Context: an optimization exercise on an open-source flow, tuned for small area, a short achievable clock period and few clock cycles per item. The choices shown serve that exercise and are no tape-out recipe.
Function was not checked in any run shown here: the RTL went through the layout flow alone.
Power figures rest on the tool's default switching activity, not on a simulated workload.

==> flow/design.v (outline; a module is shown in full before it is edited, if it fits) <==
// module mbsd_decide: 964 lines
// module moving_baseline_spike_detector: 190 lines
module moving_baseline_spike_detector #(
    parameter int WINDOW     = 8,
    parameter int DAY_LENGTH = 1440
) (
    input  logic                             i_clk,
    input  logic                             i_rst_n,
    input  logic                             i_valid,
    output logic                             o_ready,
    input  logic [mbsd_pkg::COUNT_W-1:0]     i_error_count,
    input  logic                             i_start_of_day,
    output logic                             o_valid,
    input  logic                             i_ready,
    output logic                             o_decision_valid,
    output logic                             o_anomaly,
    output logic [mbsd_pkg::MINUTE_W-1:0]    o_minute_index,
    output logic [mbsd_pkg::BASE_W-1:0]      o_baseline_sum,
    output logic [mbsd_pkg::TOTAL_W-1:0]     o_anomaly_total,
    input  logic                             i_cfg_valid,
    output logic                             o_cfg_ready,
    input  logic [mbsd_pkg::CFG_IDX_W-1:0]   i_cfg_index,
    input  logic [mbsd_pkg::CFG_W-1:0]       i_cfg_data
);
  // ...
==> flow/run.sh <==
#!/bin/bash
# synth_recipe.tcl (not shown) runs the flow's synth.tcl, then flattens the netlist and writes it again
# the make line also repeats each setting of config.mk as NAME=value (left out here)
make -C /OpenROAD-flow-scripts/flow DESIGN_CONFIG=/design/flow/config.mk WORK_HOME=/design/flow/orfs CLKGATE_MAP_FILE= SYNTH_SCRIPT=/design/flow/synth_recipe.tcl finish
==> flow/config.mk <==
export PLATFORM = sky130hd
export DESIGN_NAME = moving_baseline_spike_detector
export DESIGN_NICKNAME = moving_baseline_spike_detector
export VERILOG_FILES = /design/flow/design.v
export SDC_FILE = /design/flow/constraint.sdc
export NUM_CORES = 4
export LEC_CHECK = 0
export ABC_CLOCK_PERIOD_IN_PS = 3000
export CAP_MARGIN = 20
export CORE_MARGIN = 2
export CORE_UTILIZATION = 40
export SETUP_SLACK_MARGIN = 5
export SLEW_MARGIN = 20
==> flow/constraint.sdc <==
create_clock -name core_clock -period 10.0 [get_ports {i_clk}]
set_input_delay 2.0000 -clock core_clock [delete_from_list [all_inputs] [get_ports {i_clk}]]
set_output_delay 2.0000 -clock core_clock [all_outputs]
set_load 0.01 [all_outputs]
==> results_dict.tcl, run 1 <==
set metrics [dict create \
    cts_tree "done" \
    drv_cap 0 \
    cts_buffers 42 \
    rrSetupSlack_ns 5.18 \
    cp.arrival_ns 5.15 \
    largest-register "r_hist" \
    powerDensity_nw_per_um2 158 \
    crit_required_ns 10.32 \
    fin_nets 2974 \
    clkTransAtPathRegs_ns 0.07 \
    grt.total_usage 0.204 \
    fin_crit_ns 4.82 \
    overflow 0 \
    ctsHoldBuffers 0 \
    yosysTopAreaCell "edfxtp_1" \
    endpoint_kind "flop" \
    busiest_layer "met2" \
    syn_avg_cell_area_um2 9.45 \
    start_kind "flop" \
    rsz0062_at_grt "yes" \
    synthSimpleGateAreaFrac 0.123 \
    fin_util 0.451 \
    status "no timing/DRC/antenna violations" \
    cp_num_buf_inv 4 \
    max_stage_delay_ns 0.59 \
    clockRootBuffer "clkbuf_16" \
    die_h_um 259 \
]
==> inputs of run 2 (changes only) <==
--- a/flow/config.mk
+++ b/flow/config.mk
@@ -7,3 +7,2 @@
 export LEC_CHECK = 0
-export ABC_CLOCK_PERIOD_IN_PS = 3000
 export CAP_MARGIN = 20
@@ -11,3 +10,2 @@
 export CORE_UTILIZATION = 40
-export SETUP_SLACK_MARGIN = 5
 export SLEW_MARGIN = 20
==> run 2 against run 1 <==
  * Clock-buffer cell count rose by 6
  * Critical path type unchanged
  * Global-route usage grew 0.43 points
  * Still clean
  * Largest cell class unchanged
  * Highest routed layer unchanged
  * Sequential cell count unchanged
  * Critical endpoint is now r_dc_y[16]$_DFFE_PN_
  * Register-to-register slack lost 0.75 ns
  * Synthesized cell count stayed put
  * First-iteration DRC count increased by 16%
  * Sequential share of layout area is 0.33 points higher
==> results_dict.tcl, run 2 <==
set metrics [dict create \
    reg.largest.list "r_hist (128), r_dc_x (36), r_dc_y (34)" \
    io-pin-count 86 \
    clk_path_buf_depth 3 \
    mostFrequentLayoutCells "nand2_1 (362), edfxtp_1 (296), a21oi_1 (228)" \
    overflow 0 \
    die-area_um2 66900 \
    placed_area_um2 27300 \
    hold_viol 0 \
    ctsHtreeMaxLevel 2 \
    synth_top_family_by_area "adder cells" \
    holdWs_ns 0.376 \
    floorplan.rows 93 \
    post-route-cell-area_um2 28700 \
    yosysTopAreaCell "edfxtp_1" \
    grt.total_usage 0.208 \
    synth_compound_area_frac 0.164 \
    syn_nets 3034 \
    power_mw 4.62 \
    drt_iter0_drc 1935 \
    ys_types 71 \
    rsz0062_at_grt "no" \
    slew_headroom 0.247 \
    worst_slew_pin_slew_ns 1.13 \
    layout_commonest_cell "nand2_1" \
    vdd_ir_drop_max_uv 169 \
    grt_pass1_vias 19300 \
    cp.arrival_ns 5.86 \
    routedWlPerCell_um 19.7 \
    finalSetupTns_ns 0 \
    reg2reg_depth 13 \
    largest-register "r_hist" \
    synthArstFlopShare 0 \
    setup_viol 0 \
    fin_nets 2956 \
    grt_max_degree 112 \
    timing.final.ws_setup_ns 4.43 \
    status "no timing/DRC/antenna violations" \
    cts_resized 0 \
    register_area_um2 10500 \
    die_width_um 259 \
    p_leak_nw 10.7 \
    path_class "reg -> reg" \
    synth_warnings 2 \
    drv_slew 0 \
    antenna_left 0 \
    clkTransAtPathRegs_ns 0.06 \
    dp_hpwl_um 47800 \
    portBuffers 84 \
    clockRootBuffer "clkbuf_16" \
    dp_cells 3477 \
    fillers 6020 \
    r2r-end "r_dc_y[16]$_DFFE_PN_" \
    endpoint_kind "flop" \
    die_h_um 259 \
    powerDensity_nw_per_um2 161 \
    syn_avg_cell_area_um2 9.45 \
    r2r_start "r_in_sod$_DFFE_PP_" \
    synthDominantCellAreaShare 0.343 \
    synthAdderAreaFrac 0.206 \
    start_util 0.403 \
    via_count 20100 \
    first_pass_iters 5 \
    syn_inst 2746 \
    synth_mux_area_frac 0.0150 \
    cts_tree "done" \
    critPathMaxFanout 43 \
    grt_first_pass_wirelength_um 110000 \
    fin_crit_ns 5.57 \
    syn2layout_area_growth_pct 10.8 \
    start_kind "flop" \
    max_freq_ghz 0.180 \
    drc 0 \
    yosys-top-cells-area "edfxtp_1 (34%), fa_1 (12%), dfxtp_1 (5.9%)" \
    min_period_over_period 0.557 \
    core_area_um2 64300 \
    diodes 0 \
    multiInputGateArea_um2 13700 \
    whs_path_depth 0 \
    min_to "r_hist[7][0]$_DFFE_PP_" \
    ctsHoldBuffers 0 \
    ys_seq_elements 373 \
    viasPerCell 5.67 \
    clkSinkCount 373 \
    rrSetupSlack_ns 4.43 \
    holdCritStartpoint "r_hist[6][0]$_DFFE_PP_" \
    synthSimpleGateAreaFrac 0.123 \
    fin_util 0.447 \
    cts_buffers 44 \
    drt_wl_total_um 70000 \
    antenna_found_initial 0 \
    gp_congestion 0.885 \
    synthTopCellsByCount "nand2_1 (362), edfxtp_1 (296), a21oi_1 (228), clkbuf_1 (224), inv_1 (217)" \
    synth_area_um2 25900 \
    seq_area_frac_synth 0.402 \
    layout.cells.non_filler 3556 \
    drive_gt1_frac 0.0659 \
    crit_required_ns 10.29 \
    clk_latency_ns 0.61 \
    largest_register_ffs 128 \
    post_cts_buffers 0 \
    synth-edff-count 296 \
    synthXorXnorAreaFrac 0.0192 \
    hp-class "reg -> reg" \
    yosysMostFrequentCell "nand2_1" \
    post-place-ws_ns 4.58 \
    drv_cap 0 \
    clock_skew_ns 0.0626 \
    ys.flop_type "edfxtp_1" \
]
-- run 2: how the worst max path moves through the flow --
stage | from | end | slack, ns | cells after the start
after floorplan | i_ready | r_hist[0][0]$_DFFE_PP_ | 0.47 | 5
after CTS | r_in_sod$_DFFE_PP_ | r_dc_y[16]$_DFFE_PN_ | 4.49 | 13
after global placement | r_in_sod$_DFFE_PP_ | r_dc_y[18]$_DFFE_PN_ | 4.72 | 14
final | r_in_sod$_DFFE_PP_ | r_dc_y[16]$_DFFE_PN_ | 4.43 | 13
after detailed placement | r_in_sod$_DFFE_PP_ | r_dc_y[16]$_DFFE_PN_ | 4.58 | 13
after global routing | r_in_sod$_DFFE_PP_ | r_dc_y[15]$_DFFE_PN_ | 4.17 | 13
-- run 2: layout make-up --
cell class	instances	area share
Clock buffer	56	0.0402
Multi-Input combinational cell	1889	0.476
Timing Repair Buffer	135	0.0426
Inverter	225	0.0297
Clock inverter	23	0.0101
Tap cell	855	0.0372
Sequential cell	373	0.364
-- run 2: worst max-delay path, stage by stage, from the launching register on --
cell and delay (ns):
edfxtp_1 0.32, buf_4 0.40, nand2b_1 0.49, clkinv_1 0.77, maj3_1 0.63, o22ai_1 0.19, a31oi_1 0.08, ha_1 0.35
inv_1 0.05, fa_1 0.45, fa_1 0.48, fa_1 0.55, inv_1 0.05, fa_1 0.45
-- run 2: per-layer routing --
metal | GRT usage | vias up | wire [um]
li1 | - | 9470 | -
met1 | 0.289 | 9896 | 30800
met2 | 0.335 | 655 | 32500
met3 | 0.0301 | 127 | 4590
met4 | 0.0708 | 0 | 2130
met5 | 0 | - | 0
-- run 2: kinds of logic after synthesis --
group	Yosys count
mux	35
other cells	1
flops	373
xor+xnor	57
simple gates	722
fa+ha+maj	359
buf+inv	484
compound gates	715
-- run 2: power breakdown --
part           internal, mW  switching (mW)  leakage, nW
logic                 0.417           0.637         6.34
registers              1.88          0.0782         3.71
clock network         0.934           0.678        0.685

port drivers added, routing unchanged:
The results above use ideal ports. As a check the final layouts listed here were re-extracted and re-timed, cells and wires unchanged.
Step 1 sets driving cells, clkbuf_16 on the clock port and buf_2 on the other inputs (assumed; they add their load-dependent delay and slew).
Step 2 adds t to the input delays and takes it off the output delays; t is the mean of the earliest and latest rising clock arrival at the registers after step 1. Input paths then give back, and output paths get back, about the clock's delay inside the block.
Slacks: ideal / step 1 / step 2; pairs: ideal / step 1.
run | shift t [ns] | setup slack, ns | hold slack, ns | clock arrival spread, ns | slew at the worst register clock pin (ns)
run 1 | 0.644 | 5.178 / 5.178 / 4.718 | 0.411 / 0.411 / 0.411 | 0.034 / 0.034 | 0.07 / 0.07
run 2 | 0.634 | 4.429 / 4.429 / 4.429 | 0.376 / 0.376 / 0.376 | 0.067 / 0.068 | 0.06 / 0.06
After both steps setup and hold are still met in every run listed. For run 1, which loses most, drivers alone change the setup slack by 0.000 ns; drivers and shift together by -0.460 ns.
